This is an optimization exercise on Yosys and OpenROAD, whose aim is a short achievable clock period and few clock cycles, not a production implementation. In this exercise RTL edits were held to simulation tests only and were not proved equivalent to the original. Power and IR drop assume default switching activity.

`config.mk`:
```
export PLATFORM = sky130hd
export DESIGN_NAME = viper
export DESIGN_NICKNAME = viper
export VERILOG_FILES = /design/flow/design.v
export SDC_FILE = /design/flow/constraint.sdc
export NUM_CORES = 4
export LEC_CHECK = 0
export CAP_MARGIN = 20
export CORE_MARGIN = 2
export CORE_UTILIZATION = 40
export SETUP_SLACK_MARGIN = 4.0
export SLEW_MARGIN = 20
export SYNTH_HIERARCHICAL = 1
```
`constraint.sdc`:
```
create_clock -name core_clock -period 6.0 [get_ports {clock}]
set_input_delay 1.2000 -clock core_clock [delete_from_list [all_inputs] [get_ports {clock}]]
set_output_delay 1.2000 -clock core_clock [all_outputs]
set_load 0.01 [all_outputs]
```
`run.sh`:
```
#!/bin/bash
# synth_recipe.tcl (not shown) runs the flow's synth.tcl, then flattens the netlist and writes it again
# the make line also repeats each setting of config.mk as NAME=value (left out here)
make -C /OpenROAD-flow-scripts/flow DESIGN_CONFIG=/design/flow/config.mk WORK_HOME=/design/flow/orfs CLKGATE_MAP_FILE= SYNTH_SCRIPT=/design/flow/synth_recipe.tcl finish
```
`design.v`:
```
package viper_pkg;
   localparam int addr_w  = 20;   
   localparam int data_w  = 32;   
   localparam int pc_step = 8;    
   localparam int tail_w  = 19;   
   typedef enum logic [1:0] {
      reg0, reg1, reg2, reg3
   } reg_sel_e;
   typedef enum logic [1:0] {
      immediate, direct, index_reg1, index_reg2
   } addr_mode_e;
   typedef enum logic [2:0] {
      dest_reg0, dest_reg1, dest_reg2, dest_reg3,
      cond_set, cond_clear, dest_none, store
   } dest_e;
   typedef enum logic [3:0] {
      neg, push, load_a, load_b, add_a, add_b, sub_a, sub_b,
      add_c, sub_c, add_d, sub_d, reserved
   } alu_func_e;
   typedef enum logic [3:0] {
      lt, ge, eq, ne, le, gt, rsv6, rsv7,
      lt_or, ge_or, eq_or, ne_or, le_or, gt_or, rsv14, rsv15
   } cmp_func_e;
   typedef struct packed {
      logic                top;          
      reg_sel_e            src;
      addr_mode_e          mode;
      dest_e               dest;
      logic                is_compare;
      logic [3:0]          func;         
      logic [tail_w-1:0]   tail;
   } instr_t;
   typedef struct packed {
      logic              cyc;
      logic              stb;
      logic              we;
      logic [addr_w-1:0] adr;
      logic [data_w-1:0] dat;
   } wb_req_t;
   typedef struct packed {
      logic              ack;
      logic [data_w-1:0] dat;
   } wb_rsp_t;
   typedef struct packed {
      logic              go;    
      logic              we;
      logic [addr_w-1:0] adr;
      logic [data_w-1:0] dat;
   } bus_cmd_t;
   typedef enum logic [1:0] {
      fetch, operand, execute, store_wait
   } seq_state_e;
endpackage
`timescale 1ns/1ps
module ks_add #(parameter int W = 32) (
   input  logic [W-1:0] a,
   input  logic [W-1:0] b,
   input  logic         cin,
   output logic [W-1:0] s,
   output logic         cout
);
   logic [W:0] g, p, gn, pn;
   always_comb
   begin
      g = {a & b, cin};
      p = {a ^ b, 1'b0};
      for (int d = 1; d <= W; d = d * 2)
      begin
         gn = g;
         pn = p;
         for (int i = d; i <= W; i++)
         begin
            gn[i] = g[i] | (p[i] & g[i-d]);
            pn[i] = p[i] & p[i-d];
         end
         g = gn;
         p = pn;
      end
      s    = (a ^ b) ^ g[W-1:0];
      cout = g[W];
   end
endmodule
module split_add (
   input  logic [19:0] a,
   input  logic [19:0] b,
   input  logic        cin,
   output logic [9:0]  lo,
   output logic        c,
   output logic [9:0]  hi0,
   output logic [9:0]  hi1
);
   logic h0c, h1c;
   ks_add #(.W(10)) add_lo  (.a(a[9:0]),   .b(b[9:0]),   .cin(cin),  .s(lo),  .cout(c));
   ks_add #(.W(10)) add_hi0 (.a(a[19:10]), .b(b[19:10]), .cin(1'b0), .s(hi0), .cout(h0c));
   ks_add #(.W(10)) add_hi1 (.a(a[19:10]), .b(b[19:10]), .cin(1'b1), .s(hi1), .cout(h1c));
endmodule
module viper (
   input  logic        clock,
   input  logic        reset,
   output logic        wb_cyc_o,
   output logic        wb_stb_o,
   output logic        wb_we_o,
   output logic [19:0] wb_adr_o,
   output logic [31:0] wb_dat_o,
   input  logic        wb_ack_i,
   input  logic [31:0] wb_dat_i
);
   localparam logic [1:0] ph_fetch   = 2'd0;
   localparam logic [1:0] ph_operand = 2'd1;
   localparam logic [1:0] ph_store   = 2'd2;
   logic        rst_q;
   logic [31:0] r0, r1, r2, r3;
   logic        flag;
   logic        stb_q;
   logic [1:0]  phase;
   logic [9:0]  adr_lo;       
   logic [9:0]  adr_h0;       
   logic [9:0]  adr_h1;       
   logic        adr_c;        
   logic [19:0] adr_q;
   logic        we_q;
   logic [31:0] dat_q;
   logic [19:0] pc8lo;
   logic        pc8wrap;      
   logic        ex_v;
   logic        ex_cmp;       
   logic        ex_or;        
   logic [2:0]  ex_cf;        
   logic        ex_push;
   logic [3:0]  ex_wen;
   logic [31:0] xa, xb;       
   logic        xc;
   logic [31:0] xs, xo;       
   logic [31:0] res_q;
   logic [3:0]  wq;           
   logic        wq_push;      
   logic        cmp_p;        
   logic        c_or;
   logic [2:0]  c_cf;
   logic        lt_q, eq_q;
   logic        o_jump;       
   logic        o_inv;        
   logic        o_slow;       
   logic [19:0] o_base;       
   logic        calc1;        
   logic [19:0] cb, co;       
   logic        cc;
   logic        stb_i;        
   logic        ack;
   assign ack = wb_ack_i & stb_i;
   logic [31:0] rv0, rv1, rv2, rv3;
   logic        flag_v;
   logic        cmp_base;
   assign rv0 = wq[0] ? res_q : r0;
   assign rv1 = wq[1] ? res_q : r1;
   assign rv2 = wq_push ? r3 : (wq[2] ? res_q : r2);
   assign rv3 = wq[3] ? res_q : r3;
   always_comb
   begin
      case (c_cf)
         3'd0:    cmp_base = lt_q;
         3'd1:    cmp_base = !lt_q;
         3'd2:    cmp_base = eq_q;
         3'd3:    cmp_base = !eq_q;
         3'd4:    cmp_base = lt_q || eq_q;
         default: cmp_base = !lt_q && !eq_q;
      endcase
   end
   assign flag_v = cmp_p ? (cmp_base | (c_or & flag)) : flag;
   logic [31:0] d;
   logic        d_cmp;
   logic [2:0]  d_dest;
   logic [3:0]  d_func;
   logic [1:0]  d_mode;
   logic [1:0]  d_src;
   logic [19:0] tail;
   logic        d_store;
   logic        d_rsv;
   logic        d_needop;
   logic        d_alu;        
   logic        d_neg, d_push, d_add, d_sub;
   logic        d_addsub, d_inv;
   logic        d_jump;       
   logic [31:0] pc8;
   logic [31:0] srcv;
   logic [3:0]  d_wen;
   assign d        = wb_dat_i;
   assign d_cmp    = d[23];
   assign d_dest   = d[26:24];
   assign d_func   = d[22:19];
   assign d_mode   = d[28:27];
   assign d_src    = d[30:29];
   assign tail     = {1'b0, d[18:0]};
   assign d_store  = !d_cmp && (d_dest == 3'd7);
   assign d_rsv    = d_cmp ? (d_func[2:1] == 2'b11) : (d_func[3:2] == 2'b11);
   assign d_needop = (d_mode != 2'd0) && !d_store && !d_rsv;
   assign d_alu    = !d_cmp && !d_rsv && !d_store;
   assign d_neg    = (d_func == 4'd0);
   assign d_push   = (d_func == 4'd1);
   assign d_add    = (d_func == 4'd4) || (d_func == 4'd5) || (d_func == 4'd8) || (d_func == 4'd10);
   assign d_sub    = (d_func == 4'd6) || (d_func == 4'd7) || (d_func == 4'd9) || (d_func == 4'd11);
   assign d_addsub = d_add || d_sub;
   assign d_inv    = d_neg || d_sub;
   assign d_jump   = d_alu && (d_push || (d_dest == 3'd3) || (d_dest == 3'd4 && flag_v)
                               || (d_dest == 3'd5 && !flag_v));
   always_comb
   begin
      d_wen = 4'b0000;
      if (d_alu && !d_push)
      begin
         case (d_dest)
            3'd0:    d_wen = 4'b0001;
            3'd1:    d_wen = 4'b0010;
            3'd2:    d_wen = 4'b0100;
            3'd3:    d_wen = 4'b1000;
            3'd4:    d_wen = {flag_v, 3'b000};
            3'd5:    d_wen = {!flag_v, 3'b000};
            default: d_wen = 4'b0000;
         endcase
      end
   end
   logic [11:0] pc8hi;
   logic [11:0] r3hi_inc, reshi_inc;     
   assign reshi_inc = res_q[31:20] + 12'd1;
   assign pc8hi     = !pc8wrap ? rv3[31:20] : (wq[3] ? reshi_inc : r3hi_inc);
   assign pc8       = {pc8hi, pc8lo};
   always_comb
   begin
      case (d_src)
         2'd0:    srcv = rv0;
         2'd1:    srcv = rv1;
         2'd2:    srcv = rv2;
         default: srcv = pc8;
      endcase
   end
   logic        d_mem;        
   logic        f_slow;       
   logic [19:0] nxt_fetch;
   logic [19:0] nxt_oper;
   assign d_mem     = d_store || d_needop;
   assign f_slow    = !d_mem && d_jump && (d_addsub || d_neg);
   assign nxt_fetch = (d_mem || d_jump) ? tail : pc8lo;
   assign nxt_oper  = o_jump ? d[19:0] : rv3[19:0];    
   logic [9:0]  i1_lo, i1_hi0, i1_hi1, i2_lo, i2_hi0, i2_hi1;
   logic        i1_c, i2_c;
   split_add idx1_add (.a(rv1[19:0]), .b(tail), .cin(1'b0), .lo(i1_lo), .c(i1_c), .hi0(i1_hi0), .hi1(i1_hi1));
   split_add idx2_add (.a(rv2[19:0]), .b(tail), .cin(1'b0), .lo(i2_lo), .c(i2_c), .hi0(i2_hi0), .hi1(i2_hi1));
   logic [9:0]  j_lo, j_hi0, j_hi1;
   logic        j_c;
   split_add jump_add (.a(cb), .b(co ^ {20{cc}}), .cin(cc), .lo(j_lo), .c(j_c), .hi0(j_hi0), .hi1(j_hi1));
   assign adr_q = {adr_c ? adr_h1 : adr_h0, adr_lo};
   logic [31:0] res;
   logic        res_co;
   logic [31:0] dif;
   logic        dif_co;
   ks_add #(.W(32)) alu_add (.a(xa), .b(xb), .cin(xc), .s(res), .cout(res_co));
   ks_add #(.W(32)) cmp_sub (.a(xs), .b(~xo), .cin(1'b1), .s(dif), .cout(dif_co));
   always_ff @(posedge clock or posedge reset)
   begin
      if (reset)
         stb_q <= 1'b0;
      else if (rst_q)
         stb_q <= 1'b0;
      else if (ack)
         stb_q <= (phase == ph_fetch) ? !f_slow : (phase == ph_operand) ? !o_slow : 1'b1;
      else
         stb_q <= 1'b1;
   end
   always_ff @(posedge clock)
   begin
      if (rst_q)
         stb_i <= 1'b0;
      else if (ack)
         stb_i <= (phase == ph_fetch) ? !f_slow : (phase == ph_operand) ? !o_slow : 1'b1;
      else
         stb_i <= 1'b1;
   end
   always_ff @(posedge clock)
   begin
      rst_q  <= reset;
      pc8lo  <= adr_q + 20'd8;
      pc8wrap <= &adr_q[19:3];
      r3hi_inc <= rv3[31:20] + 12'd1;
      res_q  <= res;
      lt_q   <= xs[31] ^ !xo[31] ^ dif_co;
      eq_q   <= (xs == xo);
      c_or   <= ex_or;
      c_cf   <= ex_cf;
   end
   always_ff @(posedge clock)
   begin
      if (rst_q)
      begin
         r0      <= 32'd0;
         r1      <= 32'd0;
         r2      <= 32'd0;
         r3      <= 32'd0;
         flag    <= 1'b0;
         phase   <= ph_fetch;
         adr_lo  <= 10'd0;
         adr_h0  <= 10'd0;
         adr_h1  <= 10'd0;
         adr_c   <= 1'b0;
         we_q    <= 1'b0;
         ex_v    <= 1'b0;
         wq      <= 4'b0000;
         wq_push <= 1'b0;
         cmp_p   <= 1'b0;
         calc1   <= 1'b0;
      end
      else
      begin
         r0   <= rv0;
         r1   <= rv1;
         r2   <= rv2;
         r3   <= rv3;
         flag <= flag_v;
         wq      <= ex_v ? (ex_wen | {ex_push, 3'b000}) : 4'b0000;
         wq_push <= ex_v && ex_push;
         cmp_p   <= ex_v && ex_cmp;
         ex_v    <= 1'b0;
         calc1 <= 1'b0;
         if (calc1)
         begin
            adr_lo <= j_lo;
            adr_h0 <= j_hi0;
            adr_h1 <= j_hi1;
            adr_c  <= j_c;
         end
         if (ack)
         begin
            case (phase)
               ph_fetch:
               begin
                  r3    <= pc8;
                  if (d_mem && d_mode[1])
                  begin
                     adr_lo <= d_mode[0] ? i2_lo  : i1_lo;
                     adr_h0 <= d_mode[0] ? i2_hi0 : i1_hi0;
                     adr_h1 <= d_mode[0] ? i2_hi1 : i1_hi1;
                     adr_c  <= d_mode[0] ? i2_c   : i1_c;
                  end
                  else
                  begin
                     adr_lo <= nxt_fetch[9:0];
                     adr_h0 <= nxt_fetch[19:10];
                     adr_h1 <= nxt_fetch[19:10];
                     adr_c  <= 1'b0;
                  end
                  we_q  <= d_store;
                  ex_v  <= !d_mem;
                  calc1 <= !d_mem && f_slow;
                  if (d_store)
                     phase <= ph_store;
                  else if (d_needop)
                     phase <= ph_operand;
                  else
                     phase <= ph_fetch;
               end
               ph_operand:
               begin
                  adr_lo <= nxt_oper[9:0];
                  adr_h0 <= nxt_oper[19:10];
                  adr_h1 <= nxt_oper[19:10];
                  adr_c  <= 1'b0;
                  we_q  <= 1'b0;
                  ex_v  <= 1'b1;
                  calc1 <= o_slow;
                  phase <= ph_fetch;
               end
               default:
               begin
                  adr_lo <= rv3[9:0];
                  adr_h0 <= rv3[19:10];
                  adr_h1 <= rv3[19:10];
                  adr_c  <= 1'b0;
                  we_q  <= 1'b0;
                  phase <= ph_fetch;
               end
            endcase
         end
      end
   end
   always_ff @(posedge clock)
   begin
      if (ack)
      begin
         if (phase == ph_fetch)
         begin
            if (d_store)
               dat_q <= srcv;
            ex_cmp  <= d_cmp && !d_rsv;
            ex_or   <= d_func[3];
            ex_cf   <= d_func[2:0];
            ex_push <= d_alu && d_push;
            ex_wen  <= d_wen;
            xs      <= srcv;
            xa      <= d_addsub ? srcv : 32'd0;
            xb      <= d_inv ? ~{12'd0, tail} : {12'd0, tail};
            xc      <= d_inv;
            xo      <= {12'd0, tail};
            o_jump  <= d_jump;
            o_inv   <= d_inv;
            o_base  <= d_addsub ? srcv[19:0] : 20'd0;
            o_slow  <= d_jump && (d_addsub || d_neg);
            cb      <= d_addsub ? srcv[19:0] : 20'd0;
            co      <= tail;
            cc      <= d_inv;
         end
         else if (phase == ph_operand)
         begin
            xb <= o_inv ? ~d : d;
            xo <= d;
            cb <= o_base;
            co <= d[19:0];
            cc <= o_inv;
         end
      end
   end
   assign wb_cyc_o = stb_q;
   assign wb_stb_o = stb_q;
   assign wb_we_o  = we_q;
   assign wb_adr_o = adr_q;
   assign wb_dat_o = dat_q;
endmodule
```
==> impl_results.md, run 1 <==
- Crit start category: flip-flop
- Clock buffer depth: 3
- Tcrit/Tclk final: 0.506
- Syn. warnings: 9
- Max Fanout on Critical Path: 6
- Clk network pwr share: 0.361
- DR WL/cell: 25.6 um
- Via density: 5.81
- Clock Pin Slew Worst Setup and Hold Paths: 60 ps
- Int Pwr: 6.60 mW
- First-pass GRT wire length: 144,000 um
- RSZ-0062 raised after global routing: yes
- Mapped Area: 26,600 um2
- Tmin final: 3040 ps
- CTS tree: built
- Power Density: 248 nW/um2
- DRT Wirelength: 101,000 um
- Worst-Margin Slew: 1010 ps
- Part of the power in registers: 0.397
- Hold WC Path Type: reg2reg
- Fill cells: 5,203
- Crit path cell chain: buf_6 -> buf_12 -> buf_6 -> xor2_4 -> buf_4 -> ha_4 -> a211o_1 -> a211oi_1 -> or3_4 -> xnor2_4 -> a21oi_2 -> nor2_1 -> a21oi_1 -> o22ai_1
- Fin. Hold Viols: 0
- Largest net degree at the start of global routing: 80
- Max-Cap Viols: 0
- DRT Pass-1 Iters: 6
- VDD IR-drop max: 0.000261 V
- Initial DRC Count: 2,209
- Clock sinks: 458
- Worst-Skew Late Latency: 610 ps
- Setup tns final: 0 ps
- Cell area after layout: 38,200 um2
- Syn Inst Count: 2,638
- Area of placed instances: 29,200 um2
- Initial Utilization: 0.404
- Num CTS Buffers: 51
- Hold buffers post-CTS: 0
- Die X-Extent: 262 um
- Vias in the first global route: 22,300
- Final Wtd Congestion: 0.929
- Final HPWL DP: 60,600 um
- Core area: 65,700 um2
- Net count of the finished layout: 3,259
- Switching Share: 0.303
- Crit Path Category: reg2reg
- Initial antenna violation count: 2
- Grt total ovfl: 0
- Crit path largest cell delay: 470 ps
- Commonest non-fill, non-tap cell in the layout: edfxtp_1
- Post-route clock skew: 25.6 ps
- Layout cells sized above 1: 0.407
- DRC: 0
- I/O Buffers: 89
- Post-route ant nets: 0
- Root buffer cell: clkbuf_16
- Num rows: 94
- Outcome: finished clean
- Fmax: 329 MHz
- WP data required: 6450 ps
- Ports: 90
- H-tree Lvls: 2
- Layout Area Growth over Synthesis: 43.8%
- Final setup violation count: 0
- Most frequent CP cell: buf_6
- CP Data Arrival Time: 3490 ps
- Synth Area per Inst: 10.1 um2
- Part of the power in combinational logic: 0.243
- Die Height: 262 um
- Most frequent cells in the layout: 214 x edfxtp_1, 213 x dfxtp_1, 181 x nand2_1
- Die footprint: 68,500 um2
- Worst path slowest cell: edfxtp_1
- Slew Limit Fails: 0
- Max-slew headroom: 0.326
- Crit end category: flip-flop
- Total number of vias: 23,000
- Switching power total: 2.87 mW
- All-Layer GR Usage: 0.284
- Lkg Pwr: 14.9 nW
==> flip-flops by register name (all words and copies together), names as in the netlist, 2 cells and up <==
register	count
res_q	32
xa	32
r0	32
r2	32
cb	20
xs	32
pc8lo	20
r3hi_inc	12
wq	4
xb	32
r3	32
adr_h0	10
adr_lo	10
dat_q	32
r1	32
xo	32
ex_cf	3
c_cf	3
o_base	20
phase	2
adr_h1	10
ex_wen	4
==> repair_timing <==
| action | CTS | global route |
|---|---|---|
| pin swaps | 187 | 156 |
| setup endpoints to repair | 631 | 382 |
| gates resized for setup | 954 | 272 |
| cloned | 25 | 5 |
| setup buffers | 266 | 75 |
==> through the flow <==
step / hold WS, ps / power [mW] / setup slack (ps) / cells / util
final: 339 / 9.47 / 2960 / 3961 / 0.581
after global routing: 354 / 9.75 / 2920 / 3960 / 0.581
after CTS: 341 / 9.22 / 3020 / 3879 / 0.550
after detailed placement: 328 / 5.34 / 1550 / 3493 / 0.444
after global placement: 327 / 5.31 / 1620 / 3493 / 0.444
after floorplan: 323 / 4.81 / 2390 / 2651 / -
==> worst max-delay path: cells and delay by family (launching register included) <==
family          cells  cell delay [ps]
compound gates      5              660
buf+inv             4              620
flops               1              470
simple gates        2              470
xor+xnor            2              340
fa+ha+maj           1              300
==> power groups by stage <==
stage / registers, mW / clock network, mW / logic, mW
2_1_floorplan: 3.66 / 0 / 1.14
3_3_place_gp: 3.79 / 0 / 1.53
3_5_place_dp: 3.79 / 0 / 1.55
4_1_cts: 3.73 / 3.43 / 2.06
5_1_grt: 3.76 / 3.56 / 2.42
6_report: 3.76 / 3.42 / 2.30
==> per-layer routing <==
layer | routed length, um | track usage | vias to the layer above
li1 | - | - | 10300
met1 | 40600 | 0.368 | 11400
met2 | 47800 | 0.468 | 1025
met3 | 7550 | 0.0430 | 224
met4 | 5500 | 0.135 | 0
met5 | 0 | 0 | -
==> cell type report <==
type,count,area [um2],area share
clock inverters,27,345,0.00904
multi-input cells,1956,18100,0.473
repair buffers,477,5320,0.139
diodes,2,5.00,0.000131
inverters,104,454,0.0119
flip-flops and latches,458,11400,0.299
clock buffers,68,1460,0.0382
repair inverters,5,61.3,0.00160
well taps,864,1080,0.0283
==> worst paths after layout <==
path | from | to | slack, ps | depth (start not counted)
max | cc | adr_h1[9] | 2960 | 14
min | ex_cf[2] | c_cf[2] | 340 | 0
max reg2reg | cc | adr_h1[9] | 2960 | 14
min reg2reg | ex_cf[2] | c_cf[2] | 340 | 0
max in group asynchronous | reset | stb_q | 5070 | 2
min in group asynchronous | reset | stb_q | 830 | 2
Testbench counts, summed over its fixed seeds: cycles 88,614.
==> run 2, diff against run 1 <==
--- a/design.v
+++ b/design.v
@@ -94,6 +94,19 @@
    ks_add #(.W(10)) add_hi0 (.a(a[19:10]), .b(b[19:10]), .cin(1'b0), .s(hi0), .cout(h0c));
    ks_add #(.W(10)) add_hi1 (.a(a[19:10]), .b(b[19:10]), .cin(1'b1), .s(hi1), .cout(h1c));
 endmodule
+module pick4 #(parameter int W = 1) (
+   input  logic [W-1:0] a,
+   input  logic [W-1:0] b,
+   input  logic [W-1:0] c,
+   input  logic [W-1:0] e,
+   input  logic         sa,
+   input  logic         sb,
+   input  logic         sc,
+   input  logic         se,
+   output logic [W-1:0] y
+);
+   assign y = ({W{sa}} & a) | ({W{sb}} & b) | ({W{sc}} & c) | ({W{se}} & e);
+endmodule
 module viper (
    input  logic        clock,
    input  logic        reset,
@@ -117,6 +130,8 @@
    logic [9:0]  adr_h0;       
    logic [9:0]  adr_h1;       
    logic        adr_c;        
+   logic        adr_co;       
+   logic        adr_co_d;
    logic [19:0] adr_q;
    logic        we_q;
    logic [31:0] dat_q;
@@ -249,6 +264,36 @@
    logic        j_c;
    split_add jump_add (.a(cb), .b(co ^ {20{cc}}), .cin(cc), .lo(j_lo), .c(j_c), .hi0(j_hi0), .hi1(j_hi1));
    assign adr_q = {adr_c ? adr_h1 : adr_h0, adr_lo};
+   logic        idx_take;
+   logic        s_oth, s_i1, s_i2, s_j;
+   logic [19:0] nxt_ack, nxt_oth;
+   logic        c_oth;
+   logic [9:0]  adr_lo_d, adr_h0_d, adr_h1_d;
+   logic        adr_c_d;
+   assign idx_take = ack && (phase == ph_fetch) && d_mem && d_mode[1];
+   assign s_j      = !rst_q && calc1;
+   assign s_i1     = !rst_q && idx_take && !d_mode[0];
+   assign s_i2     = !rst_q && idx_take && d_mode[0];
+   assign s_oth    = !rst_q && !calc1 && !idx_take;
+   always_comb
+   begin
+      case (phase)
+         ph_fetch:   nxt_ack = nxt_fetch;
+         ph_operand: nxt_ack = nxt_oper;
+         default:    nxt_ack = rv3[19:0];
+      endcase
+   end
+   logic [9:0] oth_h0, oth_h1;
+   assign oth_h0 = ack ? nxt_ack[19:10] : adr_h0;
+   assign oth_h1 = ack ? nxt_ack[19:10] : adr_h1;
+   assign nxt_oth[9:0] = ack ? nxt_ack[9:0] : adr_lo;
+   assign nxt_oth[19:10] = oth_h0;
+   assign c_oth  = !ack && adr_c;
+   pick4 #(.W(10)) pick_lo (.a(nxt_oth[9:0]), .b(i1_lo),  .c(i2_lo),  .e(j_lo),  .sa(s_oth), .sb(s_i1), .sc(s_i2), .se(s_j), .y(adr_lo_d));
+   pick4 #(.W(10)) pick_h0 (.a(oth_h0),       .b(i1_hi0), .c(i2_hi0), .e(j_hi0), .sa(s_oth), .sb(s_i1), .sc(s_i2), .se(s_j), .y(adr_h0_d));
+   pick4 #(.W(10)) pick_h1 (.a(oth_h1),       .b(i1_hi1), .c(i2_hi1), .e(j_hi1), .sa(s_oth), .sb(s_i1), .sc(s_i2), .se(s_j), .y(adr_h1_d));
+   pick4 #(.W(1))  pick_co (.a(c_oth),        .b(i1_c),   .c(i2_c),   .e(j_c),   .sa(s_oth), .sb(s_i1), .sc(s_i2), .se(s_j), .y(adr_co_d));
+   pick4 #(.W(1))  pick_c  (.a(c_oth),        .b(i1_c),   .c(i2_c),   .e(j_c),   .sa(s_oth), .sb(s_i1), .sc(s_i2), .se(s_j), .y(adr_c_d));
    logic [31:0] res;
    logic        res_co;
    logic [31:0] dif;
@@ -277,6 +322,11 @@
    end
    always_ff @(posedge clock)
    begin
+      adr_lo <= adr_lo_d;    
+      adr_h0 <= adr_h0_d;
+      adr_h1 <= adr_h1_d;
+      adr_c  <= adr_c_d;
+      adr_co <= adr_co_d;
       rst_q  <= reset;
       pc8lo  <= adr_q + 20'd8;
       pc8wrap <= &adr_q[19:3];
@@ -297,10 +347,6 @@
          r3      <= 32'd0;
          flag    <= 1'b0;
          phase   <= ph_fetch;
-         adr_lo  <= 10'd0;
-         adr_h0  <= 10'd0;
-         adr_h1  <= 10'd0;
-         adr_c   <= 1'b0;
          we_q    <= 1'b0;
          ex_v    <= 1'b0;
          wq      <= 4'b0000;
@@ -320,33 +366,12 @@
          cmp_p   <= ex_v && ex_cmp;
          ex_v    <= 1'b0;
          calc1 <= 1'b0;
-         if (calc1)
-         begin
-            adr_lo <= j_lo;
-            adr_h0 <= j_hi0;
-            adr_h1 <= j_hi1;
-            adr_c  <= j_c;
-         end
          if (ack)
          begin
             case (phase)
                ph_fetch:
                begin
                   r3    <= pc8;
-                  if (d_mem && d_mode[1])
-                  begin
-                     adr_lo <= d_mode[0] ? i2_lo  : i1_lo;
-                     adr_h0 <= d_mode[0] ? i2_hi0 : i1_hi0;
-                     adr_h1 <= d_mode[0] ? i2_hi1 : i1_hi1;
-                     adr_c  <= d_mode[0] ? i2_c   : i1_c;
-                  end
-                  else
-                  begin
-                     adr_lo <= nxt_fetch[9:0];
-                     adr_h0 <= nxt_fetch[19:10];
-                     adr_h1 <= nxt_fetch[19:10];
-                     adr_c  <= 1'b0;
-                  end
                   we_q  <= d_store;
                   ex_v  <= !d_mem;
                   calc1 <= !d_mem && f_slow;
@@ -359,10 +384,6 @@
                end
                ph_operand:
                begin
-                  adr_lo <= nxt_oper[9:0];
-                  adr_h0 <= nxt_oper[19:10];
-                  adr_h1 <= nxt_oper[19:10];
-                  adr_c  <= 1'b0;
                   we_q  <= 1'b0;
                   ex_v  <= 1'b1;
                   calc1 <= o_slow;
@@ -370,10 +391,6 @@
                end
                default:
                begin
-                  adr_lo <= rv3[9:0];
-                  adr_h0 <= rv3[19:10];
-                  adr_h1 <= rv3[19:10];
-                  adr_c  <= 1'b0;
                   we_q  <= 1'b0;
                   phase <= ph_fetch;
                end
@@ -420,6 +437,6 @@
    assign wb_cyc_o = stb_q;
    assign wb_stb_o = stb_q;
    assign wb_we_o  = we_q;
-   assign wb_adr_o = adr_q;
+   assign wb_adr_o = {adr_co ? adr_h1 : adr_h0, adr_lo};
    assign wb_dat_o = dat_q;
 endmodule
==> impl_results.md, run 2 <==
- Clock sinks: 459 (+0.22%)
- Total Power: 9.26 mW (-2.2%)
- Initial Utilization: 0.404 (-0.000468)
- Crit start category: flip-flop
- Max-slew headroom: 0.466 (+0.141)
- Power Density: 247 nW/um2 (-0.55%)
- Syn Inst Count: 2,665 (+1.0%)
- Ant diodes: 0 (-2)
- Layout cells sized above 1: 0.385 (-0.0226)
- Int Pwr: 6.38 mW (-3.4%)
- Max Fanout on Critical Path: 5 (-1)
- Net count of the finished layout: 3,231 (-0.86%)
- Most frequent cells in the layout: 219 x nand2_1, 217 x dfxtp_1, 214 x edfxtp_1
- VDD IR-drop max: 0.000264 V (+1.1%)
- Largest net degree at the start of global routing: 58 (-28%)
- Clk network pwr share: 0.356 (-0.005)
- CP Data Arrival Time: 1590 ps (-1900 ps)
- Die footprint: 69,900 um2 (+2.0%)
- Final HPWL DP: 62,300 um (+2.9%)
- Crit path largest cell delay: 360 ps (-110 ps)
- Clock buffer depth: 3 (unchanged)
- Final Wtd Congestion: 0.919 (-1.1%)
- Final setup violation count: 0 (unchanged)
- Ports: 90 (unchanged)
- Slew Limit Fails: 0 (unchanged)
- Crit end category: output pin
- Post-route clock skew: 34.8 ps (+9.19 ps)
- DRT Wirelength: 104,000 um (+3.0%)
- Syn. warnings: 9 (unchanged)
- Crit Path Category: reg2out
- Tcrit/Tclk final: 0.465 (-0.0405)
- Initial antenna violation count: 2 (unchanged)
- Total number of vias: 23,200 (+0.74%)
- Hold buffers post-CTS: 0 (unchanged)
- Initial DRC Count: 2,407 (+9.0%)
- First-pass GRT wire length: 149,000 um (+3.7%)
- Crit path cell chain: buf_8 -> mux2_4 -> buf_6
- Cell area after layout: 37,600 um2 (-1.7%)
- WP data required: 4800 ps (-1650 ps)
- Worst-Skew Late Latency: 630 ps (+20 ps)
- Die X-Extent: 264 um (+1.0%)
- Area of placed instances: 29,200 um2 (about the same)
- Grt total ovfl: 0 (unchanged)
- Worst path slowest cell: dfxtp_4
- Via density: 5.88 (+1.2%)
- CTS tree: built
- DRT Pass-1 Iters: 7 (+1)
- Post-route ant nets: 0 (unchanged)
- Hold WC Path Type: reg2reg
- Vias in the first global route: 22,700 (+1.8%)
- Lkg Pwr: 14.7 nW (-1.6%)
- Die Height: 264 um (+1.0%)
- Part of the power in registers: 0.405 (+0.008)
- Core area: 67,200 um2 (+2.1%)
- Num rows: 95 (+1.1%)
- Switching Share: 0.311 (+0.00833)
- Mapped Area: 27,100 um2 (+2.0%)
- DR WL/cell: 26.5 um (+3.5%)
- RSZ-0062 raised after global routing: yes
- Outcome: finished clean
- Setup tns final: 0 ps (unchanged)
- Part of the power in combinational logic: 0.239 (-0.004)
- Root buffer cell: clkbuf_16
- DRC: 0 (unchanged)
- I/O Buffers: 89 (unchanged)
- Commonest non-fill, non-tap cell in the layout: nand2_1
- Worst-Margin Slew: 799 ps (-211 ps)
- Switching power total: 2.88 mW (+0.47%)
- Tmin final: 2790 ps (-243 ps)
- Layout Area Growth over Synthesis: 38.6%
- All-Layer GR Usage: 0.287 (+0.00225)
- Fmax: 358 MHz (+8.7%)
- Num CTS Buffers: 52 (+2.0%)
- Fin. Hold Viols: 0 (unchanged)
- Synth Area per Inst: 10.2 um2 (+1.0%)
- H-tree Lvls: 2 (unchanged)
- Clock Pin Slew Worst Setup and Hold Paths: 60 ps (about the same)
- Max-Cap Viols: 0 (unchanged)
[run 2: repair_timing]
| item | 4_1_cts | 5_1_grt |
|---|---|---|
| gates resized for setup | 913 | 262 |
| pin swaps | 117 | 131 |
| buffers inserted | 203 | 83 |
| setup endpoints to repair | 590 | 372 |
| cloned | 25 | 3 |
[run 2: worst paths after layout]
check | startpoint | end | slack [ps] | cells past startpoint
setup / recovery | adr_co | wb_adr_o[12] | 3210 | 3
hold / removal | ex_or | c_or | 340 | 0
setup reg to reg | wq[2] | adr_h1[9] | 3270 | 11
hold reg to reg | ex_or | c_or | 340 | 0
max in group asynchronous | reset | stb_q | 5190 | 2
min in group asynchronous | reset | stb_q | 720 | 2
[run 2: area by class of cell]
cell class	count	area, um2
timing repair inverter	8	129
sequential	459	11400
inverter	82	392
fill	5412	29600
clock inverter	30	319
timing repair buffer	425	4870
tap	873	1090
multi-input combinational	1997	17900
clock buffer	68	1420
[run 2: metrics by stage]
step           cells  utilization  hold slack (ps)  setup WS, ps
4_1_cts         3856        0.531              341          3190
5_1_grt         3942        0.559              344          3160
6_report        3942        0.559              342          3210
3_5_place_dp    3530        0.435              327          1590
2_1_floorplan   2678            -              323          2870
3_3_place_gp    3529        0.435              327          1690
[run 2: worst max-delay path: cells and delay by family (launching register included)]
| kind | cells | cell delay [ps] |
|---|---|---|
| DFF | 1 | 360 |
| muxes | 1 | 330 |
| buffers and inverters | 2 | 270 |
[run 2: per-layer routing]
metal,vias to the layer above,wire length (um),track usage,share of wire
li1,10300,-,-,-
met1,11400,42900,0.381,0.41
met2,1138,46800,0.453,0.45
met4,4,6640,0.147,0.064
met5,-,23,0,0.00022
met3,281,8100,0.0443,0.078
[run 2: power groups by stage]
stage	clock (mW)	combinational (mW)	sequential, mW
after CTS	3.32	1.98	3.72
after global placement	0	1.51	3.78
after floorplan	0	1.13	3.66
final	3.30	2.21	3.75
after detailed placement	0	1.52	3.79
after global routing	3.45	2.32	3.76
Testbench counts of run 2, summed over its fixed seeds: cycles 88,614.
==> run 3, diff against run 2 <==
--- a/design.v
+++ b/design.v
@@ -94,18 +94,23 @@
    ks_add #(.W(10)) add_hi0 (.a(a[19:10]), .b(b[19:10]), .cin(1'b0), .s(hi0), .cout(h0c));
    ks_add #(.W(10)) add_hi1 (.a(a[19:10]), .b(b[19:10]), .cin(1'b1), .s(hi1), .cout(h1c));
 endmodule
-module pick4 #(parameter int W = 1) (
+module pick6 #(parameter int W = 1) (
    input  logic [W-1:0] a,
    input  logic [W-1:0] b,
    input  logic [W-1:0] c,
    input  logic [W-1:0] e,
+   input  logic [W-1:0] f,
+   input  logic [W-1:0] g,
    input  logic         sa,
    input  logic         sb,
    input  logic         sc,
    input  logic         se,
+   input  logic         sf,
+   input  logic         sg,
    output logic [W-1:0] y
 );
-   assign y = ({W{sa}} & a) | ({W{sb}} & b) | ({W{sc}} & c) | ({W{se}} & e);
+   assign y = ({W{sa}} & a) | ({W{sb}} & b) | ({W{sc}} & c)
+            | ({W{se}} & e) | ({W{sf}} & f) | ({W{sg}} & g);
 endmodule
 module viper (
    input  logic        clock,
@@ -145,7 +150,7 @@
    logic [3:0]  ex_wen;
    logic [31:0] xa, xb;       
    logic        xc;
-   logic [31:0] xs, xo;       
+   logic [31:0] xs, xon;      
    logic [31:0] res_q;
    logic [3:0]  wq;           
    logic        wq_push;      
@@ -257,23 +262,28 @@
    assign nxt_fetch = (d_mem || d_jump) ? tail : pc8lo;
    assign nxt_oper  = o_jump ? d[19:0] : rv3[19:0];    
    logic [9:0]  i1_lo, i1_hi0, i1_hi1, i2_lo, i2_hi0, i2_hi1;
-   logic        i1_c, i2_c;
-   split_add idx1_add (.a(rv1[19:0]), .b(tail), .cin(1'b0), .lo(i1_lo), .c(i1_c), .hi0(i1_hi0), .hi1(i1_hi1));
-   split_add idx2_add (.a(rv2[19:0]), .b(tail), .cin(1'b0), .lo(i2_lo), .c(i2_c), .hi0(i2_hi0), .hi1(i2_hi1));
+   logic [9:0]  i3_lo, i3_hi0, i3_hi1, ir_lo, ir_hi0, ir_hi1;
+   logic        i1_c, i2_c, i3_c, ir_c;
+   split_add idx1_add (.a(r1[19:0]),    .b(tail), .cin(1'b0), .lo(i1_lo), .c(i1_c), .hi0(i1_hi0), .hi1(i1_hi1));
+   split_add idx2_add (.a(r2[19:0]),    .b(tail), .cin(1'b0), .lo(i2_lo), .c(i2_c), .hi0(i2_hi0), .hi1(i2_hi1));
+   split_add idx3_add (.a(r3[19:0]),    .b(tail), .cin(1'b0), .lo(i3_lo), .c(i3_c), .hi0(i3_hi0), .hi1(i3_hi1));
+   split_add idxr_add (.a(res_q[19:0]), .b(tail), .cin(1'b0), .lo(ir_lo), .c(ir_c), .hi0(ir_hi0), .hi1(ir_hi1));
    logic [9:0]  j_lo, j_hi0, j_hi1;
    logic        j_c;
-   split_add jump_add (.a(cb), .b(co ^ {20{cc}}), .cin(cc), .lo(j_lo), .c(j_c), .hi0(j_hi0), .hi1(j_hi1));
+   split_add jump_add (.a(cb), .b(co), .cin(cc), .lo(j_lo), .c(j_c), .hi0(j_hi0), .hi1(j_hi1));
    assign adr_q = {adr_c ? adr_h1 : adr_h0, adr_lo};
    logic        idx_take;
-   logic        s_oth, s_i1, s_i2, s_j;
+   logic        s_oth, s_i1, s_i2, s_i3, s_ir, s_j;
    logic [19:0] nxt_ack, nxt_oth;
    logic        c_oth;
    logic [9:0]  adr_lo_d, adr_h0_d, adr_h1_d;
    logic        adr_c_d;
    assign idx_take = ack && (phase == ph_fetch) && d_mem && d_mode[1];
    assign s_j      = !rst_q && calc1;
-   assign s_i1     = !rst_q && idx_take && !d_mode[0];
-   assign s_i2     = !rst_q && idx_take && d_mode[0];
+   assign s_i1     = !rst_q && idx_take && !d_mode[0] && !wq[1];
+   assign s_i2     = !rst_q && idx_take && d_mode[0] && !wq[2] && !wq_push;
+   assign s_i3     = !rst_q && idx_take && d_mode[0] && wq_push;
+   assign s_ir     = !rst_q && idx_take && (d_mode[0] ? (wq[2] && !wq_push) : wq[1]);
    assign s_oth    = !rst_q && !calc1 && !idx_take;
    always_comb
    begin
@@ -289,17 +299,17 @@
    assign nxt_oth[9:0] = ack ? nxt_ack[9:0] : adr_lo;
    assign nxt_oth[19:10] = oth_h0;
    assign c_oth  = !ack && adr_c;
-   pick4 #(.W(10)) pick_lo (.a(nxt_oth[9:0]), .b(i1_lo),  .c(i2_lo),  .e(j_lo),  .sa(s_oth), .sb(s_i1), .sc(s_i2), .se(s_j), .y(adr_lo_d));
-   pick4 #(.W(10)) pick_h0 (.a(oth_h0),       .b(i1_hi0), .c(i2_hi0), .e(j_hi0), .sa(s_oth), .sb(s_i1), .sc(s_i2), .se(s_j), .y(adr_h0_d));
-   pick4 #(.W(10)) pick_h1 (.a(oth_h1),       .b(i1_hi1), .c(i2_hi1), .e(j_hi1), .sa(s_oth), .sb(s_i1), .sc(s_i2), .se(s_j), .y(adr_h1_d));
-   pick4 #(.W(1))  pick_co (.a(c_oth),        .b(i1_c),   .c(i2_c),   .e(j_c),   .sa(s_oth), .sb(s_i1), .sc(s_i2), .se(s_j), .y(adr_co_d));
-   pick4 #(.W(1))  pick_c  (.a(c_oth),        .b(i1_c),   .c(i2_c),   .e(j_c),   .sa(s_oth), .sb(s_i1), .sc(s_i2), .se(s_j), .y(adr_c_d));
+   pick6 #(.W(10)) pick_lo (.a(nxt_oth[9:0]), .b(i1_lo),  .c(i2_lo),  .e(j_lo),  .f(i3_lo),  .g(ir_lo),  .sa(s_oth), .sb(s_i1), .sc(s_i2), .se(s_j), .sf(s_i3), .sg(s_ir), .y(adr_lo_d));
+   pick6 #(.W(10)) pick_h0 (.a(oth_h0),       .b(i1_hi0), .c(i2_hi0), .e(j_hi0), .f(i3_hi0), .g(ir_hi0), .sa(s_oth), .sb(s_i1), .sc(s_i2), .se(s_j), .sf(s_i3), .sg(s_ir), .y(adr_h0_d));
+   pick6 #(.W(10)) pick_h1 (.a(oth_h1),       .b(i1_hi1), .c(i2_hi1), .e(j_hi1), .f(i3_hi1), .g(ir_hi1), .sa(s_oth), .sb(s_i1), .sc(s_i2), .se(s_j), .sf(s_i3), .sg(s_ir), .y(adr_h1_d));
+   pick6 #(.W(1))  pick_co (.a(c_oth),        .b(i1_c),   .c(i2_c),   .e(j_c),   .f(i3_c),   .g(ir_c),   .sa(s_oth), .sb(s_i1), .sc(s_i2), .se(s_j), .sf(s_i3), .sg(s_ir), .y(adr_co_d));
+   pick6 #(.W(1))  pick_c  (.a(c_oth),        .b(i1_c),   .c(i2_c),   .e(j_c),   .f(i3_c),   .g(ir_c),   .sa(s_oth), .sb(s_i1), .sc(s_i2), .se(s_j), .sf(s_i3), .sg(s_ir), .y(adr_c_d));
    logic [31:0] res;
    logic        res_co;
    logic [31:0] dif;
    logic        dif_co;
    ks_add #(.W(32)) alu_add (.a(xa), .b(xb), .cin(xc), .s(res), .cout(res_co));
-   ks_add #(.W(32)) cmp_sub (.a(xs), .b(~xo), .cin(1'b1), .s(dif), .cout(dif_co));
+   ks_add #(.W(32)) cmp_sub (.a(xs), .b(xon), .cin(1'b1), .s(dif), .cout(dif_co));
    always_ff @(posedge clock or posedge reset)
    begin
       if (reset)
@@ -332,8 +342,8 @@
       pc8wrap <= &adr_q[19:3];
       r3hi_inc <= rv3[31:20] + 12'd1;
       res_q  <= res;
-      lt_q   <= xs[31] ^ !xo[31] ^ dif_co;
-      eq_q   <= (xs == xo);
+      lt_q   <= xs[31] ^ xon[31] ^ dif_co;
+      eq_q   <= (xs == ~xon);
       c_or   <= ex_or;
       c_cf   <= ex_cf;
    end
@@ -415,21 +425,21 @@
             xa      <= d_addsub ? srcv : 32'd0;
             xb      <= d_inv ? ~{12'd0, tail} : {12'd0, tail};
             xc      <= d_inv;
-            xo      <= {12'd0, tail};
+            xon     <= ~{12'd0, tail};
             o_jump  <= d_jump;
             o_inv   <= d_inv;
             o_base  <= d_addsub ? srcv[19:0] : 20'd0;
             o_slow  <= d_jump && (d_addsub || d_neg);
             cb      <= d_addsub ? srcv[19:0] : 20'd0;
-            co      <= tail;
+            co      <= d_inv ? ~tail : tail;
             cc      <= d_inv;
          end
          else if (phase == ph_operand)
          begin
             xb <= o_inv ? ~d : d;
-            xo <= d;
+            xon <= ~d;
             cb <= o_base;
-            co <= d[19:0];
+            co <= o_inv ? ~d[19:0] : d[19:0];
             cc <= o_inv;
          end
       end
==> impl_results.md, run 3 <==
- Worst path slowest cell: dfxtp_4
- Final Wtd Congestion: 0.923 (+0.41%)
- Ports: 90 (unchanged)
- Crit path cell chain: buf_8 -> mux2_4 -> buf_6
- H-tree Lvls: 2 (unchanged)
- Hold WC Path Type: reg2reg
- First-pass GRT wire length: 167,000 um (+12%)
- Syn Inst Count: 2,940 (+10%)
- Crit path buffers/inverters: 2 (unchanged)
- Initial DRC Count: 2,735 (+14%)
- Core area: 72,800 um2 (+8.5%)
- Total number of vias: 26,400 (+14%)
- Hold buffers post-CTS: 0 (unchanged)
- Power Density: 251 nW/um2 (+1.9%)
- Initial antenna violation count: 1 (-1)
- Crit path largest cell delay: 370 ps (about the same)
- Fmax: 356 MHz (-0.50%)
- Mapped Area: 29,400 um2 (+8.5%)
- Slew Limit Fails: 0 (unchanged)
- DR WL/cell: 26.8 um (+1.3%)
- Die Height: 275 um (+4.1%)
- I/O Buffers: 89 (unchanged)
- Layout Area Growth over Synthesis: 35.6%
- Commonest non-fill, non-tap cell in the layout: edfxtp_1
- Crit start category: flip-flop
- Global routing's busiest layer: met2
- Total Power: 10.0 mW (+8.2%)
- Tcrit/Tclk final: 0.468 (+0.00232)
- Die X-Extent: 275 um (+4.1%)
- DRT Wirelength: 116,000 um (+11%)
- All-Layer GR Usage: 0.296 (+0.00907)
- DRT Pass-1 Iters: 6 (-1)
- Placed Instances: 3,909 (+11%)
- Syn. warnings: 9 (unchanged)
- Multi-input logic area: 20,200 um2 (+13%)
- WP data required: 4800 ps (about the same)
- Most frequent cells in the layout: 214 x edfxtp_1, 212 x dfxtp_1, 211 x nor2_1
- Tmin final: 2810 ps (+13.9 ps)
- Die footprint: 75,700 um2 (+8.4%)
- Post-route ant nets: 0 (unchanged)
- Fill cells: 6,094 (+13%)
- Net count of the finished layout: 3,590 (+11%)
- Num CTS Buffers: 53 (+1.9%)
- Max-slew headroom: 0.467 (+0.00119)
- Vias in the first global route: 25,500 (+12%)
- Grt total ovfl: 0 (unchanged)
- Reg area: 11,400 um2 (+0.27%)
- Clock buffer depth: 3 (unchanged)
- Largest net degree at the start of global routing: 76 (+31%)
- Post-route clock skew: 42.8 ps (+8.02 ps)
- CP Data Arrival Time: 1610 ps (+20 ps)
- Final HPWL DP: 72,600 um (+17%)
- VDD IR-drop max: 0.000224 V (-15%)
- Num rows: 99 (+4.2%)
- Clock sinks: 459 (unchanged)
- RSZ-0062 raised after global routing: yes
- Max-Cap Viols: 0 (unchanged)
- Layout cells sized above 1: 0.354 (-0.0304)
- Root buffer cell: clkbuf_16
- Setup tns final: 0 ps (unchanged)
- Worst-Margin Slew: 799 ps (-0.0851 ps)
- Clock Pin Slew Worst Setup and Hold Paths: 60 ps (about the same)
- Crit Path Category: reg2out
- GRT met3 Usage: 0.0491 (+0.00486)
- Outcome: finished clean
- Lkg Pwr: 15.4 nW (+5.2%)
- CTS tree: built
- Grt met2 use: 0.476 (+0.0238)
- Synth Area per Inst: 10.0 um2 (-1.6%)
- Worst path top cell family by delay: flip-flops
- Via density: 6.10 (+3.8%)
- Worst-Skew Late Latency: 630 ps (about the same)
- Max Fanout on Critical Path: 5 (unchanged)
- Fin. Hold Viols: 0 (unchanged)
- Crit end category: output pin
- Fin cells: 4,325 (+9.7%)
- Initial Utilization: 0.404 (about the same)
- DRC: 0 (unchanged)
- M1 GR Usage: 0.390 (+0.00922)
- Final setup violation count: 0 (unchanged)
-- run 3: layout make-up --
cell class | instances | area share
diodes | 3 | 0.000188
clock buffers | 78 | 0.0379
clock inverters | 22 | 0.00599
inverters | 72 | 0.00834
multi-input cells | 2290 | 0.506
flip-flops and latches | 459 | 0.287
well taps | 959 | 0.0301
repair buffers | 440 | 0.124
repair inverters | 2 | 0.000815
-- run 3: worst paths after layout --
path                          start           end  slack [ps]  depth (start not counted)
min in group asynchronous     reset         stb_q         720                          2
min reg2reg                   ex_or          c_or         340                          0
min                           ex_or          c_or         340                          0
max in group asynchronous     reset         stb_q        5190                          2
max reg2reg                phase[0]     adr_h1[5]        3290                          7
max                          adr_co  wb_adr_o[10]        3190                          3
-- run 3: repair_timing --
action                                  in CTS  in global routing
pin swaps                                  140                 92
cloned                                      27                  2
resized for setup                          919                272
buffers inserted                           205                 79
endpoints found under the setup margin     625                374
-- run 3: per-layer routing --
| layer | wire (um) | vias to the layer above |
|---|---|---|
| li1 | - | 11600 |
| met1 | 47200 | 13100 |
| met2 | 52600 | 1412 |
| met3 | 10100 | 345 |
| met4 | 6130 | 2 |
| met5 | 46 | - |
-- run 3: report_power, final --
group	total, mW	internal, mW	switching (mW)
Sequential	3.82	3.50	0.320
Combinational	2.89	1.26	1.63
Clock	3.31	1.89	1.42
-- run 3: through the flow --
step | instance area (um2) | worst slack, ps | hold WS [ps] | util
after floorplan | 30600 | 2690 | 323 | -
after global placement | 31900 | 1660 | 326 | 0.437
after detailed placement | 31900 | 1590 | 328 | 0.438
after CTS | 38000 | 3200 | 339 | 0.522
after global routing | 39900 | 3180 | 342 | 0.548
final | 39900 | 3190 | 339 | 0.548
Testbench counts of run 3, summed over its fixed seeds: cycles 88,614.
==> run 4, diff against run 3 <==
--- a/design.v
+++ b/design.v
@@ -135,8 +135,9 @@
    logic [9:0]  adr_h0;       
    logic [9:0]  adr_h1;       
    logic        adr_c;        
-   logic        adr_co;       
-   logic        adr_co_d;
+   logic [1:0]  adr_co;       
+   logic [1:0]  adr_co_d;
+   logic [9:0]  adr_h0n, adr_h1n;    
    logic [19:0] adr_q;
    logic        we_q;
    logic [31:0] dat_q;
@@ -271,7 +272,9 @@
    logic [9:0]  j_lo, j_hi0, j_hi1;
    logic        j_c;
    split_add jump_add (.a(cb), .b(co), .cin(cc), .lo(j_lo), .c(j_c), .hi0(j_hi0), .hi1(j_hi1));
-   assign adr_q = {adr_c ? adr_h1 : adr_h0, adr_lo};
+   assign adr_h0 = ~adr_h0n;
+   assign adr_h1 = ~adr_h1n;
+   assign adr_q  = {adr_c ? adr_h1 : adr_h0, adr_lo};
    logic        idx_take;
    logic        s_oth, s_i1, s_i2, s_i3, s_ir, s_j;
    logic [19:0] nxt_ack, nxt_oth;
@@ -302,7 +305,8 @@
    pick6 #(.W(10)) pick_lo (.a(nxt_oth[9:0]), .b(i1_lo),  .c(i2_lo),  .e(j_lo),  .f(i3_lo),  .g(ir_lo),  .sa(s_oth), .sb(s_i1), .sc(s_i2), .se(s_j), .sf(s_i3), .sg(s_ir), .y(adr_lo_d));
    pick6 #(.W(10)) pick_h0 (.a(oth_h0),       .b(i1_hi0), .c(i2_hi0), .e(j_hi0), .f(i3_hi0), .g(ir_hi0), .sa(s_oth), .sb(s_i1), .sc(s_i2), .se(s_j), .sf(s_i3), .sg(s_ir), .y(adr_h0_d));
    pick6 #(.W(10)) pick_h1 (.a(oth_h1),       .b(i1_hi1), .c(i2_hi1), .e(j_hi1), .f(i3_hi1), .g(ir_hi1), .sa(s_oth), .sb(s_i1), .sc(s_i2), .se(s_j), .sf(s_i3), .sg(s_ir), .y(adr_h1_d));
-   pick6 #(.W(1))  pick_co (.a(c_oth),        .b(i1_c),   .c(i2_c),   .e(j_c),   .f(i3_c),   .g(ir_c),   .sa(s_oth), .sb(s_i1), .sc(s_i2), .se(s_j), .sf(s_i3), .sg(s_ir), .y(adr_co_d));
+   pick6 #(.W(1))  pick_co0 (.a(c_oth),       .b(i1_c),   .c(i2_c),   .e(j_c),   .f(i3_c),   .g(ir_c),   .sa(s_oth), .sb(s_i1), .sc(s_i2), .se(s_j), .sf(s_i3), .sg(s_ir), .y(adr_co_d[0]));
+   pick6 #(.W(1))  pick_co1 (.a(c_oth),       .b(i1_c),   .c(i2_c),   .e(j_c),   .f(i3_c),   .g(ir_c),   .sa(s_oth), .sb(s_i1), .sc(s_i2), .se(s_j), .sf(s_i3), .sg(s_ir), .y(adr_co_d[1]));
    pick6 #(.W(1))  pick_c  (.a(c_oth),        .b(i1_c),   .c(i2_c),   .e(j_c),   .f(i3_c),   .g(ir_c),   .sa(s_oth), .sb(s_i1), .sc(s_i2), .se(s_j), .sf(s_i3), .sg(s_ir), .y(adr_c_d));
    logic [31:0] res;
    logic        res_co;
@@ -333,8 +337,8 @@
    always_ff @(posedge clock)
    begin
       adr_lo <= adr_lo_d;    
-      adr_h0 <= adr_h0_d;
-      adr_h1 <= adr_h1_d;
+      adr_h0n <= ~adr_h0_d;
+      adr_h1n <= ~adr_h1_d;
       adr_c  <= adr_c_d;
       adr_co <= adr_co_d;
       rst_q  <= reset;
@@ -447,6 +451,8 @@
    assign wb_cyc_o = stb_q;
    assign wb_stb_o = stb_q;
    assign wb_we_o  = we_q;
-   assign wb_adr_o = {adr_co ? adr_h1 : adr_h0, adr_lo};
+   assign wb_adr_o = {adr_co[1] ? ~adr_h1n[9:5] : ~adr_h0n[9:5],
+                      adr_co[0] ? ~adr_h1n[4:0] : ~adr_h0n[4:0],
+                      adr_lo};
    assign wb_dat_o = dat_q;
 endmodule
==> impl_results.md, run 4 <==
- Clock Pin Slew Worst Setup and Hold Paths: 60 ps (about the same)
- Fin. Hold Viols: 0 (unchanged)
- Crit path capture: adr_h0n[9]
- Fmax: 356 MHz (about the same)
- Syn. warnings: 9 (unchanged)
- Slew Limit Fails: 0 (unchanged)
- Clock buffer depth: 3 (unchanged)
- Total number of vias: 27,400 (+3.9%)
- Post-route ant nets: 0 (unchanged)
- Syn Inst Count: 2,995 (+1.9%)
- Power Density: 244 nW/um2 (-3.0%)
- Mapped Area: 29,600 um2 (+0.68%)
- Crit start category: input port
- Tmin final: 2810 ps (+0.220 ps)
- Grt total ovfl: 0 (unchanged)
- Most frequent cells in the layout: 223 x nor2_1, 214 x edfxtp_1, 208 x dfxtp_1
- DRT Pass-1 Iters: 19 (+13)
- Reg2Reg Setup Slack: 3280 ps (about the same)
- DR WL/cell: 27.9 um (+3.9%)
- DRT Wirelength: 124,000 um (+7.2%)
- Worst-Skew Late Latency: 640 ps (about the same)
- Via density: 6.15 (+0.75%)
- Vias in the first global route: 27,000 (+6.0%)
- First-pass GRT wire length: 177,000 um (+6.3%)
- Die footprint: 76,200 um2 (+0.67%)
- Max-Cap Viols: 0 (unchanged)
- CP Data Arrival Time: 3310 ps (+1700 ps)
- Post-route clock skew: 40.5 ps (-2.31 ps)
- Layout Area Growth over Synthesis: 41.4%
- Final Wtd Congestion: 0.948 (+2.7%)
- Core area: 73,100 um2 (+0.34%)
- Initial DRC Count: 2,956 (+8.1%)
- Clock sinks: 460 (+0.22%)
- Final setup violation count: 0 (unchanged)
- Num rows: 99 (unchanged)
- Crit end category: flip-flop
- I/O Buffers: 89 (unchanged)
- Num CTS Buffers: 53 (unchanged)
- Root buffer cell: clkbuf_16
- Initial antenna violation count: 4 (+3)
- Final HPWL DP: 73,200 um (+0.85%)
- WP data required: 6500 ps (+1700 ps)
- H-tree Lvls: 2 (unchanged)
- Worst Setup SP: wb_dat_i[10]
- Total Power: 10.2 mW (+1.9%)
- Net count of the finished layout: 3,728 (+3.8%)
- Initial Utilization: 0.405 (+0.00137)
- Layout cells sized above 1: 0.371 (+0.0163)
- Worst-Margin Slew: 1090 ps (+289 ps)
- Worst R2R End: adr_h0n[9]
- Worst-case reg-to-reg path depth: 9 (+2)
- Lkg Pwr: 16.2 nW (+5.2%)
- Tcrit/Tclk final: 0.468 (about the same)
- Synth Area per Inst: 9.89 um2 (-1.2%)
- Reg2reg start: cb[10]
- Ports: 90 (unchanged)
- All-Layer GR Usage: 0.307 (+0.0116)
- VDD IR-drop max: 0.000205 V (-8.8%)
- Hold WC Path Type: reg2reg
- Commonest non-fill, non-tap cell in the layout: nor2_1
- Hold slack: 342 ps (+2.61 ps)
- DRC: 0 (unchanged)
- Die Height: 276 um (+0.33%)
- Max Fanout on Critical Path: 17 (+12)
- CTS tree: built
- RSZ-0062 raised after global routing: yes
- Die X-Extent: 276 um (+0.33%)
- Fin util: 0.573 (+0.0252)
- Max-slew headroom: 0.275 (-0.193)
- Setup tns final: 0 ps (unchanged)
- Largest net degree at the start of global routing: 67 (-12%)
- Crit Path Category: in2reg
- Fill cells: 5,909 (-3.0%)
- Outcome: finished clean
-- run 4: power breakdown --
group	total, mW	internal, mW	switching, mW
clock network	3.49	2.04	1.45
logic	2.88	1.32	1.57
registers	3.83	3.51	0.320
total	10.2	6.87	3.34
-- run 4: timing repair --
item,CTS,global route
gates resized for setup,1073,305
buffers inserted,279,89
hold buffers,0,0
setup endpoints to repair,617,303
pin swaps,178,121
gates cloned,28,8
-- run 4: area by class of cell --
cell class / count / area, um2 / area share
sequential: 460 / 11500 / 0.274
timing repair buffer: 522 / 6050 / 0.145
tap: 959 / 1200 / 0.0287
inverter: 97 / 413 / 0.00986
multi-input combinational: 2322 / 20900 / 0.499
clock buffer: 72 / 1450 / 0.0346
antenna: 2 / 5.00 / 0.000120
clock inverter: 28 / 374 / 0.00893
-- run 4: per-layer routing --
layer,vias to the layer above,wire length [um],part of all wire,global-route usage
met1,13500,49100,0.39,0.390
met5,-,13,0.00010,0
li1,12000,-,-,-
met3,422,11100,0.089,0.0547
met4,2,8140,0.065,0.174
met2,1593,56200,0.45,0.494
-- run 4: metrics by stage --
step | area (um2) | setup WS, ps | instances
after floorplan | 30500 | 2420 | 3020
after global placement | 31900 | 1630 | 3956
after detailed placement | 31900 | 1530 | 3956
after CTS | 39600 | 3190 | 4363
after global routing | 41900 | 3200 | 4460
final | 41900 | 3190 | 4462
-- run 4: critical path: stages --
cell and delay, ps:
buf_8 150, fa_1 460, a21oi_2 220, o21ai_2 150, a2111oi_1 510, or3_1 190
xnor2_1 120, a22oi_1 110, nand3_1 140, inv_1 40
-- run 4: how the worst min path moves through the flow --
stage / from / endpoint / slack (ps) / depth (start not counted)
final: ex_or / c_or / 340 / 0
after floorplan: ex_cf[0] / c_cf[0] / 320 / 0
after detailed placement: ex_or / c_or / 330 / 0
after CTS: ex_or / c_or / 340 / 0
after global placement: ex_cf[0] / c_cf[0] / 330 / 0
after global routing: ex_or / c_or / 340 / 0
Testbench counts of run 4, summed over its fixed seeds: cycles 88,614.

static timing again, ports no longer ideal:
The results above use ideal ports. As a check the final layouts listed here were re-extracted and re-timed, cells and wires unchanged.
Step 1: set_driving_cell puts a clkbuf_16 on clock and a buf_2 on each other input, an assumption about the parent block.
Step 2, shift: input delay + t, output delay - t, t = (earliest + latest rising clock arrival at the registers) / 2. This alone moves slack from input paths to output paths.
Three values: ideal ports, drivers, drivers and shift; two values: the first two.
| run | t, ns | slack for setup (ns) | hold slack, ns | worst setup path after step 2 | worst register clock-pin slew, ns |
|---|---|---|---|---|---|
| run 1 | 0.661 | 2.964 / 2.964 / 2.393 | 0.339 / 0.339 / 0.339 | input to register | 0.07 / 0.07 |
| run 2 | 0.677 | 3.208 / 3.145 / 2.646 | 0.342 / 0.342 / 0.342 | input to register | 0.07 / 0.07 |
| run 3 | 0.677 | 3.194 / 3.129 / 2.556 | 0.339 / 0.339 / 0.339 | input to register | 0.06 / 0.06 |
| run 4 | 0.680 | 3.193 / 3.147 / 2.534 | 0.342 / 0.342 / 0.342 | input to register | 0.07 / 0.07 |
After both steps every run listed still meets setup and hold. The setup slack of run 4, which loses most, moves by -0.046 ns with the drivers and by -0.659 ns with both steps.
